From an optimization exercise on the open Yosys and OpenROAD flow, aimed at small area, a short achievable clock period and few clock cycles per item; shortcuts taken in it are not production practice. Where RTL was checked, it was by simulation tests only, not by an equivalence proof against the original. Power figures rest on the tool's default switching activity, not on a simulated workload.

## run X
==> flow/design.v <==
package softmax_pkg;
  typedef logic [15:0] stream_word_t;
  typedef logic signed [15:0] lane_t;
  typedef logic [16*32-1:0] vec_t;
  typedef logic [17:0] sum_t;
  typedef logic [8-1:0] prob_t;
  typedef enum logic [1:0] {
    MODE_BYPASS  = 2'd0,
    MODE_SOFTMAX = 2'd1
  } mode_t;
endpackage
`timescale 1ns/1ps
module softmax_top (
  input  logic        clk,
  input  logic        rst_n,
  input  logic [15:0] fifo_data,
  input  logic        fifo_empty,
  output logic        rd_en,
  output logic [15:0] tx_data,
  output logic        tx_empty,
  input  logic        tx_fifo_en,
  input  logic [1:0]  control
);
  logic run;
  assign run = (control != 2'd0);
  logic [255:0] rx;         
  logic [95:0]  rf0, rf1;   
  logic [3:0]   ph, ph1;    
  logic [3:0]   wp;         
  logic [3:0]   rp;         
  logic [3:0]   opm;        
  logic         at_op;
  logic [3:0]   cnt;        
  logic [4:0]   rem;        
  logic         cpar;       
  logic [3:0]   lcnt;       
  logic         opar;       
  logic [5:0]   diff;       
  logic         empty_r;    
  logic         cons_q;     
  logic         in_ok_q;    
  logic         in_ok, take, cons, load, complete;
  logic [5:0]   cls_pair;
  assign ph1 = ph + 4'd1;
  always_ff @(posedge clk) begin
    rx  <= {take ? fifo_data : rx[15:0], rx[255:16]};
    rf0 <= {(cons & ~cpar) ? cls_pair : rf0[5:0], rf0[95:6]};
    rf1 <= {(cons &  cpar) ? cls_pair : rf1[5:0], rf1[95:6]};
    ph  <= ph1;
  end
  logic signed [7:0] mrun, mcur;
  logic signed [7:0] in_lo, in_hi;
  logic hi_gt_lo, r_gt_lo, r_gt_hi;
  logic signed [7:0] in_mx, in_mx3;
  assign in_lo    = fifo_data[7:0];
  assign in_hi    = fifo_data[15:8];
  assign hi_gt_lo = (in_hi > in_lo);
  assign r_gt_lo  = (mrun > in_lo);
  assign r_gt_hi  = (mrun > in_hi);
  assign in_mx    = hi_gt_lo ? in_hi : in_lo;
  assign in_mx3   = hi_gt_lo ? (r_gt_hi ? mrun : in_hi) : (r_gt_lo ? mrun : in_lo);
  always_ff @(posedge clk) begin
    if (take) begin
      mrun <= (cnt == 4'd0) ? in_mx : in_mx3;
      if (cnt == 4'd15) mcur <= in_mx3;
    end
  end
  logic [7:0] d_h0, d_h1;
  assign d_h0 = mcur - rx[7:0];
  assign d_h1 = mcur - rx[15:8];
  function automatic logic [2:0] cls_of(input logic [7:0] d);
    cls_of = (d < 8'd6) ? d[2:0] : 3'd6;
  endfunction
  function automatic logic [3:0] sat_of(input logic [7:0] d);
    sat_of = (d[7:4] != 4'd0) ? 4'd15 : d[3:0];
  endfunction
  function automatic logic [12:0] exp_of(input logic [3:0] d);
    exp_of = (d == 4'd0) ? 13'd4096 :
             (d == 4'd1) ? 13'd1507 :
             (d == 4'd2) ? 13'd554  :
             (d == 4'd3) ? 13'd204  :
             (d == 4'd4) ? 13'd75   :
             (d == 4'd5) ? 13'd28   :
             (d == 4'd6) ? 13'd10   :
             (d == 4'd7) ? 13'd4    :
             (d == 4'd8) ? 13'd1    :
             (d == 4'd9) ? 13'd1    : 13'd0;   
  endfunction
  assign cls_pair = {cls_of(d_h1), cls_of(d_h0)};
  logic [7:0]  dq;
  logic        s1_valid, s1_first, s1_last;
  logic [17:0] acc, acc_next, sdiv;
  logic        spend;     
  logic        dbusy;
  logic        start;
  always_ff @(posedge clk) begin
    dq       <= cons ? {sat_of(d_h1), sat_of(d_h0)} : 8'hff;
    s1_first <= cons & (rem == 5'd16);
    s1_last  <= (rem == 5'd1);
    acc      <= acc_next;
  end
  assign acc_next = (s1_first ? 18'd0 : acc)
                  + 18'(exp_of(dq[3:0])) + 18'(exp_of(dq[7:4]));
  assign start    = ~dbusy & (spend | (s1_valid & s1_last));
  always_ff @(posedge clk) begin
    if (start) sdiv <= acc_next;
  end
  assign cons     = cons_q;
  assign in_ok    = in_ok_q;
  assign take     = run & ~fifo_empty & in_ok;
  assign complete = take & (cnt == 4'd15);
  logic       pvalid;
  logic       pop;
  logic [3:0] ocnt;
  logic       av;
  logic [5:0] ad;
  assign pop  = run & tx_fifo_en & av & pvalid;
  assign load = (~av | pop) & (diff != 6'd0) & at_op;
  logic [3:0] cnt_n, wp_n, rp_n, opm_n;
  logic [4:0] rem_n;
  logic [5:0] diff_n;
  logic       empty_n, spend_n, dbusy_n, hold0_n, cons_n, in_ok_n;
  always_comb begin
    cnt_n  = take ? cnt + 4'd1 : cnt;
    wp_n   = take ? ph1 : wp;
    rem_n  = complete ? 5'd16 : (cons ? rem - 5'd1 : rem);
    rp_n   = (complete | cons) ? ph1 : rp;
    diff_n = diff + 6'(cons) - 6'(load);
    if (take && empty_r) opm_n = ph + 4'd13;    
    else if (load)       opm_n = ph1;
    else                 opm_n = opm;
    empty_n = (cnt_n == 4'd0) & (rem_n == 5'd0) & (diff_n == 6'd0);
    spend_n = start ? 1'b0 : ((s1_valid & s1_last) | spend);
    dbusy_n = start | (dbusy & ~xfer);
    hold0_n = spend_n | (cons & (rem == 5'd1) & dbusy_n);
    cons_n  = (rem_n != 5'd0) & (rp_n == ph1) & ~diff_n[5] & (~rem_n[4] | ~hold0_n);
    in_ok_n = empty_n | ((wp_n == ph1) & (((5'(cnt_n) + rem_n) < 5'd16) | cons_n));
  end
  always_ff @(posedge clk) begin
    wp    <= wp_n;
    rp    <= rp_n;
    opm   <= opm_n;
    at_op <= (opm_n == ph1);
  end
  always_ff @(posedge clk or negedge rst_n) begin
    if (!rst_n) begin
      cnt      <= '0;
      rem      <= '0;
      diff     <= '0;
      cpar     <= 1'b0;
      s1_valid <= 1'b0;
      spend    <= 1'b0;
      empty_r  <= 1'b1;
      cons_q   <= 1'b0;
      in_ok_q  <= 1'b1;
    end else begin
      cnt      <= cnt_n;
      rem      <= rem_n;
      diff     <= diff_n;
      empty_r  <= empty_n;
      cons_q   <= cons_n;
      in_ok_q  <= in_ok_n;
      if (cons && rem == 5'd1) cpar <= ~cpar;
      s1_valid <= cons;
      spend    <= spend_n;
    end
  end
  logic [3:0]  k, k_n;
  logic        f0, fa9, fb7, f12;    
  logic [16:0] ra, rb;
  logic [12:0] qa, qb;
  logic [12:0] qa_n, qb_n;
  logic [16:0] ta, tb;
  logic [17:0] t2a, t2b;
  logic [18:0] sba, sbb;    
  logic        gea, geb;
  logic        ptab_free, xfer;
  always_comb begin
    ta = f0  ? 17'd2048 :     
         fa9 ? 17'd3264 :     
               ra;
    tb = f0  ? 17'd3014 :     
         fb7 ? 17'd2216 :     
               rb;
    t2a = {ta, 1'b0};
    t2b = {tb, 1'b0};
    sba = {1'b0, t2a} - {1'b0, sdiv};
    sbb = {1'b0, t2b} - {1'b0, sdiv};
    gea = ~sba[18];
    geb = ~sbb[18];
  end
  assign qa_n = {qa[11:0], gea};
  assign qb_n = {qb[11:0], geb};
  always_ff @(posedge clk) begin
    ra <= gea ? sba[16:0] : t2a[16:0];
    rb <= geb ? sbb[16:0] : t2b[16:0];
    qa <= qa_n;
    qb <= qb_n;
  end
  logic [2:0] q4;
  logic       q5;
  assign q4 = (sdiv <= 18'd4800)  ? 3'd4 :
              (sdiv <= 18'd6400)  ? 3'd3 :
              (sdiv <= 18'd9600)  ? 3'd2 :
              (sdiv <= 18'd19200) ? 3'd1 : 3'd0;
  assign q5 = (sdiv <= 18'd7168);
  assign xfer = dbusy & f12 & ptab_free;
  always_comb begin
    if (start)              k_n = 4'd0;
    else if (dbusy && f12)  k_n = 4'd0;       
    else if (dbusy)         k_n = k + 4'd1;
    else                    k_n = k;
  end
  always_ff @(posedge clk) begin
    k   <= k_n;
    f0  <= (k_n == 4'd0);
    fa9 <= (k_n == 4'd9);
    fb7 <= (k_n == 4'd7);
    f12 <= (k_n == 4'd12);
  end
  always_ff @(posedge clk or negedge rst_n) begin
    if (!rst_n) dbusy <= 1'b0;
    else        dbusy <= dbusy_n;
  end
  logic [7:0] p0;
  logic [6:0] p1;
  logic [5:0] p2;
  logic [3:0] p3;
  logic [2:0] p4;
  logic       p5;
  assign ptab_free = ~pvalid | (pop & (ocnt == 4'd15));
  logic [7:0] p0_n;
  logic [6:0] p1_n;
  logic [5:0] p2_n;
  logic [3:0] p3_n;
  logic [2:0] p4_n;
  logic       p5_n;
  assign p0_n = xfer ? (qa_n[12] ? 8'd255 : qa_n[11:4]) : p0;
  assign p3_n = xfer ? qa_n[3:0]  : p3;
  assign p1_n = xfer ? qb_n[12:6] : p1;
  assign p2_n = xfer ? qb_n[5:0]  : p2;
  assign p4_n = xfer ? q4         : p4;
  assign p5_n = xfer ? q5         : p5;
  always_ff @(posedge clk) begin
    p0 <= p0_n;
    p1 <= p1_n;
    p2 <= p2_n;
    p3 <= p3_n;
    p4 <= p4_n;
    p5 <= p5_n;
  end
  logic [5:0] lpos_pair;
  assign lpos_pair = opar ? rf1[23:18] : rf0[23:18];    
  logic [5:0] ad_n;
  assign ad_n = load ? lpos_pair : ad;
  always_ff @(posedge clk) begin
    ad <= ad_n;
  end
  always_ff @(posedge clk or negedge rst_n) begin
    if (!rst_n) begin
      pvalid <= 1'b0;
      ocnt   <= '0;
      av     <= 1'b0;
      lcnt   <= '0;
      opar   <= 1'b0;
    end else begin
      if (pop) ocnt <= ocnt + 4'd1;
      if (xfer) pvalid <= 1'b1;
      else if (pop && ocnt == 4'd15) pvalid <= 1'b0;
      av <= load | (av & ~pop);
      if (load) begin
        lcnt <= lcnt + 4'd1;
        if (lcnt == 4'd15) opar <= ~opar;
      end
    end
  end
  function automatic logic [7:0] prob_of(input logic [2:0] c,
                                         input logic [7:0] q0, input logic [6:0] q1,
                                         input logic [5:0] q2, input logic [3:0] q3,
                                         input logic [2:0] q4, input logic q5);
    logic [7:0] r;
    case (c)
      3'd0:    r = q0;
      3'd1:    r = {1'b0, q1};
      3'd2:    r = {2'b0, q2};
      3'd3:    r = {4'b0, q3};
      3'd4:    r = {5'b0, q4};
      3'd5:    r = {7'b0, q5};
      default: r = 8'd0;
    endcase
    prob_of = r;
  endfunction
  logic [15:0] txq;
  logic        offq;
  always_ff @(posedge clk) begin
    txq <= {prob_of(ad_n[5:3], p0_n, p1_n, p2_n, p3_n, p4_n, p5_n),
            prob_of(ad_n[2:0], p0_n, p1_n, p2_n, p3_n, p4_n, p5_n)};
  end
  always_ff @(posedge clk or negedge rst_n) begin
    if (!rst_n) offq <= 1'b0;
    else        offq <= (load | (av & ~pop)) &
                        (xfer | (pvalid & ~(pop & (ocnt == 4'd15))));
  end
  assign rd_en    = run ? in_ok : tx_fifo_en;
  assign tx_data  = run ? txq : fifo_data;
  assign tx_empty = run ? ~offq : fifo_empty;
endmodule
Settings: LEC_CHECK=0, CAP_MARGIN=20, CORE_MARGIN=2, CORE_UTILIZATION=65, CTS_BUF_LIST=sky130_fd_sc_hd__clkbuf_16, CTS_CLUSTER_DIAMETER=100, CTS_CLUSTER_SIZE=28, SETUP_SLACK_MARGIN=5.0, SLEW_MARGIN=20; clock period 10.0 ns.
standard.sh (not shown) runs the stock make flow with config.mk's settings and CLKGATE_MAP_FILE= SYNTH_SCRIPT=/design/flow/synth_recipe.tcl, a recipe that flattens the netlist after the stock synthesis.
==> flow/flow/run.sh <==
#!/bin/bash
# The standard layout (standard.sh), changed only in how hard and where the
# layout is optimised, not in the constraints it is signed off at:
#  - port buffers are sky130_fd_sc_hd__buf_4 instead of the delay cell buffer_ports picks
#    (every port still gets its own buffer),
#  - the pin placer keeps all pins on one edge (-exclude left:* -exclude right:* -exclude bottom:*), so the
#    bypass paths between input and output pins stay short.
# The full make output goes to make_flow.log; ORFS keeps each step's log
# under orfs/logs.
set -uo pipefail
sed -e 's/SETUP_SLACK_MARGIN=[0-9.]*/SETUP_SLACK_MARGIN=6.0 BUFFER_PORTS_ARGS="-buffer_cell sky130_fd_sc_hd__buf_4" PLACE_PINS_ARGS="-exclude left:* -exclude right:* -exclude bottom:*"/' standard.sh > standard_tuned.sh
bash standard_tuned.sh > make_flow.log 2>&1
status=$?
echo "standard flow exit $status"
exit $status
Run X completed; timing, DRC and antenna clean
Testbench counts of run X, summed over its fixed seeds: cycles 3,440, items 192.
The following lists how run D was set up differently from run X:
diff --git a/flow/design.v b/flow/design.v
--- a/flow/design.v
+++ b/flow/design.v
@@ -48,22 +48,17 @@
     rf1 <= {(cons &  cpar) ? cls_pair : rf1[5:0], rf1[95:6]};
     ph  <= ph1;
   end
   logic signed [7:0] mrun, mcur;
-  logic signed [7:0] in_lo, in_hi;
-  logic hi_gt_lo, r_gt_lo, r_gt_hi;
-  logic signed [7:0] in_mx, in_mx3;
-  assign in_lo    = fifo_data[7:0];
-  assign in_hi    = fifo_data[15:8];
-  assign hi_gt_lo = (in_hi > in_lo);
-  assign r_gt_lo  = (mrun > in_lo);
-  assign r_gt_hi  = (mrun > in_hi);
-  assign in_mx    = hi_gt_lo ? in_hi : in_lo;
-  assign in_mx3   = hi_gt_lo ? (r_gt_hi ? mrun : in_hi) : (r_gt_lo ? mrun : in_lo);
+  logic signed [7:0] in_lo, in_hi, in_mx, new_mx;
+  assign in_lo  = fifo_data[7:0];
+  assign in_hi  = fifo_data[15:8];
+  assign in_mx  = (in_hi > in_lo) ? in_hi : in_lo;
+  assign new_mx = ((cnt == 4'd0) || (in_mx > mrun)) ? in_mx : mrun;
   always_ff @(posedge clk) begin
     if (take) begin
-      mrun <= (cnt == 4'd0) ? in_mx : in_mx3;
-      if (cnt == 4'd15) mcur <= in_mx3;
+      mrun <= new_mx;
+      if (cnt == 4'd15) mcur <= new_mx;
     end
   end
   logic [7:0] d_h0, d_h1;
   assign d_h0 = mcur - rx[7:0];
@@ -133,9 +128,9 @@
     spend_n = start ? 1'b0 : ((s1_valid & s1_last) | spend);
     dbusy_n = start | (dbusy & ~xfer);
     hold0_n = spend_n | (cons & (rem == 5'd1) & dbusy_n);
     cons_n  = (rem_n != 5'd0) & (rp_n == ph1) & ~diff_n[5] & (~rem_n[4] | ~hold0_n);
-    in_ok_n = empty_n | ((wp_n == ph1) & (((5'(cnt_n) + rem_n) < 5'd16) | cons_n));
+    in_ok_n = empty_n | ((wp_n == ph1) & ((rem_n == 5'd0) | (rp_n != wp_n) | cons_n));
   end
   always_ff @(posedge clk) begin
     wp    <= wp_n;
     rp    <= rp_n;
Notes after the runs:
Run D: done, clean on timing, DRC and antenna
As far as deepest clock path buffer count goes, run D and run X are indistinguishable; the numbers are identical.
The lower count of different cell masters after synthesis came out of run X.
The critical path endpoint comes out tx_data[15] in one run and tx_data[6] in the other, namely in run X and run D respectively.
As of run D, core box area had fallen slightly compared to run X.
Fraction of standard cell area in multi-input logic, run X and run D: larger value in run X
Run D vs. run X: routed wire length went down by 11%.
Between run D and run X, it is run D whose post-route core utilization is higher, by 0.29 points.
Reported for run X and run D, flip-flop and latch count turned out identical to the last digit.
Run X ended up with or2_4 as its slowest stage cell on the critical path; run D ended up with mux2_4.
Note that the number of ordinary inverters in the final layout recorded for run D amounts to 0.878 times the value seen in run X.
Compared with run X, run D ends up with a smaller final cell area.
The lower switching power came out of run D.
Going from run X to run D, the internal portion of total power was found to have gone down by 2.5%.
Synthesis-to-finish area growth delta for run D relative to run X: 1.4 points higher
In the tables for run X and run D, total power reads higher with run X.
| fraction of synthesized cell area in xor and xnor cells | run X vs run D | ≈ equal |
Only the layout flow was run in run D; the RTL was not checked for function there.

-- static timing again, ports no longer ideal --
The results above use ideal ports. As a check the final layouts listed here were re-extracted and re-timed, cells and wires unchanged.
Step 1 (the two cells are an assumption about what drives the block):
set clk [get_ports {clk}]
set_driving_cell -lib_cell sky130_fd_sc_hd__clkbuf_16 $clk
set_driving_cell -lib_cell sky130_fd_sc_hd__buf_2 [delete_from_list [all_inputs] $clk]
Step 2 also shifts input and output timing later by t, the mid clock arrival at the registers, as if the neighbouring blocks saw the same clock.
Three values: no drivers, after step 1, after step 2; two values: the first two.
run | shift t [ns] | slack for setup (ns) | worst data-port slew with drivers (ns)
run X | 0.645 | 5.301 / 5.255 / 5.112 | 0.06
run D | 0.632 | 5.143 / 5.100 / 4.595 | 0.05
After both steps setup and hold are still met in every run listed. For run D, which loses most, drivers alone change the setup slack by -0.043 ns; drivers and shift together by -0.548 ns.
